This is an optimization exercise on Yosys and OpenROAD, whose aim is small area and a short achievable clock period, not a production implementation. In this exercise RTL edits were held to simulation tests only and were not proved equivalent to the original. Power and IR drop assume default switching activity.

== before ==
==> flow/design.v (excerpt) <==
module tdisto_accum (
  input  logic        clk,
  input  logic        rst_n,
  input  logic        start,
  input  logic [15:0] tlambda,
  input  logic [31:0] sum_a,
  input  logic        done_a,
  input  logic [31:0] sum_b,
  input  logic        done_b,
  output logic        busy,
  output logic [31:0] disto,
  output logic        disto_valid,
  output logic        err
);
Size: roughly 1800 cells after synthesis, ~150 flip-flops, about 15000 sq um of cells after synthesis.
export LEC_CHECK = 0
export CAP_MARGIN = 20
export CORE_MARGIN = 2
export CORE_UTILIZATION = 60
export SETUP_SLACK_MARGIN = 2.5
export SLEW_MARGIN = 20
create_clock -name core_clock -period 7.0 [get_ports {clk}]
standard.sh (not shown) runs the stock make flow with config.mk's settings and CLKGATE_MAP_FILE= SYNTH_SCRIPT=/design/flow/synth_recipe.tcl, a recipe that flattens the netlist after the stock synthesis.
==> flow/flow/run.sh <==
#!/bin/bash
# The standard layout, with plain buffers on the ports instead of the
# delay-cell buffers that buffer_ports picks by default.
set -euo pipefail
export BUFFER_PORTS_ARGS="-buffer_cell sky130_fd_sc_hd__buf_1"
bash standard.sh finish > standard_flow.log 2>&1
Setup changes, before to after
--- a/flow/design.v
+++ b/flow/design.v
@@ -19,22 +19,24 @@
   function automatic logic [2:0] booth(input logic [2:0] b);
     booth[0] = b[1] ^ b[0];
     booth[1] = (b[2] & ~b[1] & ~b[0]) | (~b[2] & b[1] & b[0]);
     booth[2] = b[2] & ~(b[1] & b[0]);
   endfunction
   logic [1:0]  state_q;
   logic        pend_a_q, pend_b_q;
+  logic        vld_q;
   logic [4:0]  cnt_q;
   logic        busy_q, disto_valid_q, err_q;
   logic [31:0] disto_q;
   logic [15:0] tl_q;
   logic [2:0]  neg_q, two_q, one_q;
   logic [2:0]  negn_q, twon_q, onen_q;
   logic [31:0] v_q;
   logic [30:0] acc_q;
+  logic [31:0] r_q;
   logic [3:0]  l_q;
   logic in_acc, in_mul, in_out;
   assign in_acc = (state_q == S_ACC);
   assign in_mul = (state_q == S_MUL);
   assign in_out = (state_q == S_OUT);
   logic consume;
   assign consume = in_acc & pend_a_q & pend_b_q;
@@ -76,15 +78,15 @@
   assign d0_s3 = booth(tl_q[13:11]);
   assign d1_s3 = booth(tl_q[15:13]);
   assign d2_s3 = booth({2'b00, tl_q[15]});
   logic [14:0] k_add;
   assign k_add = {d1_s3[2], 1'b0, d0_s3[2], 1'b0, d2_s2[2], 1'b0, d1_s2[2], 1'b1,
                   d0_s2[2], 1'b0, neg_q[2], 1'b0, neg_q[1], 1'b0, neg_q[0]};
   logic [32:0] addend;
-  assign addend = {v_q[31], v_q};
+  assign addend = in_acc ? {18'd0, k_add} : {r_q[31], r_q};
   logic [31:0] ax, ax2, pp0, pp1, pp2;
   assign ax  = {1'b0, acc_q};
   assign ax2 = {ax[30:0], 1'b0};
   assign pp0[15:0]  = (({16{one_q[0]}} & ax[15:0]) | ({16{two_q[0]}} & ax2[15:0])) ^ {16{neg_q[0]}};
   assign pp1[15:0]  = (({16{one_q[1]}} & ax[15:0]) | ({16{two_q[1]}} & ax2[15:0])) ^ {16{neg_q[1]}};
   assign pp2[15:0]  = (({16{one_q[2]}} & ax[15:0]) | ({16{two_q[2]}} & ax2[15:0])) ^ {16{neg_q[2]}};
   assign pp0[31:16] = (({16{~onen_q[0]}} & ax[31:16]) | ({16{~twon_q[0]}} & ax2[31:16])) ^ {16{~negn_q[0]}};
@@ -294,15 +296,15 @@
   assign c28 = x[28] ^ row_s[28] ^ row_c[28];
   assign nz0 = (hx != {hs[5:0] | hc[5:0], 1'b0});
   assign nz1 = ~&hx;
   assign sat = c28 ? nz1 : nz0;
   logic [31:0] disto_res;
   assign disto_res = {x[27:0], l_q} | {32{sat}};
   logic acc_done;
-  assign acc_done = in_acc & cnt_q[4];
+  assign acc_done = in_acc & vld_q & cnt_q[4];
   logic [2:0] dig0_d, dig1_d, dig2_d;
   always_comb begin
     if (start) begin
       dig0_d = d0_s1;  dig1_d = d1_s1;  dig2_d = d2_s1;
     end else if (acc_done) begin
       dig0_d = d0_s2;  dig1_d = d1_s2;  dig2_d = d2_s2;
     end else if (in_mul) begin
@@ -312,21 +314,23 @@
     end
   end
   always_ff @(posedge clk) begin
     if (!rst_n) begin
       state_q       <= S_IDLE;
       pend_a_q      <= 1'b0;
       pend_b_q      <= 1'b0;
+      vld_q         <= 1'b0;
       busy_q        <= 1'b0;
       disto_valid_q <= 1'b0;
       err_q         <= 1'b0;
       disto_q       <= 32'd0;
     end else begin
       busy_q        <= start | (state_q != S_IDLE);
       disto_valid_q <= ~start & in_out;
+      vld_q         <= ~start & consume;
       if (start) begin
         state_q  <= S_ACC;
         pend_a_q <= 1'b0;
         pend_b_q <= 1'b0;
         err_q    <= 1'b0;
       end else begin
         case (state_q)
@@ -351,26 +355,25 @@
     if (start) tl_q <= tlambda;
     {neg_q[0], two_q[0], one_q[0]} <= dig0_d;
     {neg_q[1], two_q[1], one_q[1]} <= dig1_d;
     {neg_q[2], two_q[2], one_q[2]} <= dig2_d;
     {negn_q[0], twon_q[0], onen_q[0]} <= ~dig0_d;
     {negn_q[1], twon_q[1], onen_q[1]} <= ~dig1_d;
     {negn_q[2], twon_q[2], onen_q[2]} <= ~dig2_d;
-    if (cnt_q[4])            v_q <= x[37:6];
-    else if (consume & (cnt_q[3:0] == 4'd15)) v_q <= {17'd0, k_add};
-    else if (a_next & b_next) v_q <= {3'd0, ~|diff[4:0], diff[32:5]};
-    else if (a_next)         v_q <= a_op;
-    else                     v_q <= b_op;
+    if (a_next & b_next) v_q <= {3'd0, ~|diff[4:0], diff[32:5]};
+    else if (a_next)     v_q <= a_op;
+    else                 v_q <= b_op;
     if (start) begin
       acc_q <= 31'd0;
       cnt_q <= 5'd0;
     end else if (consume & ~cnt_q[4]) begin
       acc_q <= acc_sum;
       cnt_q <= cnt_q + 5'd1;
     end
+    r_q <= x[37:6];
     l_q <= x[5:2];
   end
   assign busy        = busy_q;
   assign disto       = disto_q;
   assign disto_valid = disto_valid_q;
   assign err         = err_q;
 endmodule
==> run notes <==
after did not stop at any stage, and its layout met the timing, DRC and antenna checks.
When after is set beside before, its synthesized area turns out to be about 4% larger.
Synthesis-to-finish area growth of after is on par with before.
[after] worst-case setup margin in the final layout fell 100 ps relative to before
Fmax of after falls short of that of before by a few percent.
Summary: with before as the reference, number of nets in the synthesized netlist in after moved up by a few percent.
before → after: clock buffer and inverter area fraction after layout has decreased; mean number of vias per cell went down about 8%.
Summary of after over before: routed wire length shrank by about 19%, via count now sits lower, combinational power share now sits higher.
Compared with before, after shows number of sequential cells in the layout that has gone up by more than 10%.
Row via count of the first global-routing pass: after lower / before higher
Of before and after, the run reporting the higher final critical-path required period was after.
before consumes less power than after.

port drivers added, routing unchanged:
The flow's constraints put no driver on any port. The routed layouts listed below were extracted and timed again, unchanged, in two steps. Step 1, drivers: a clkbuf_16 drives clk and a buf_2 each remaining input, both assumed. Step 2 moves the port delays by t, midway between the first and last clock arrival at a register: inputs arrive t later, outputs are due t later. That takes back most of the time a late clock gives input paths. Three values: ideal ports, drivers, drivers and shift; two values: the first two.
run | t (ns) | setup WS [ns] | latest minus earliest clock arrival (ns)
before | 0.493 | 2.690 / 2.690 / 2.497 | 0.016 / 0.016
after | 0.483 | 2.588 / 2.588 / 2.411 | 0.017 / 0.017
After both steps every run listed still meets setup and hold. For before, which loses most, drivers alone change the setup slack by 0.000 ns; drivers and shift together by -0.193 ns.
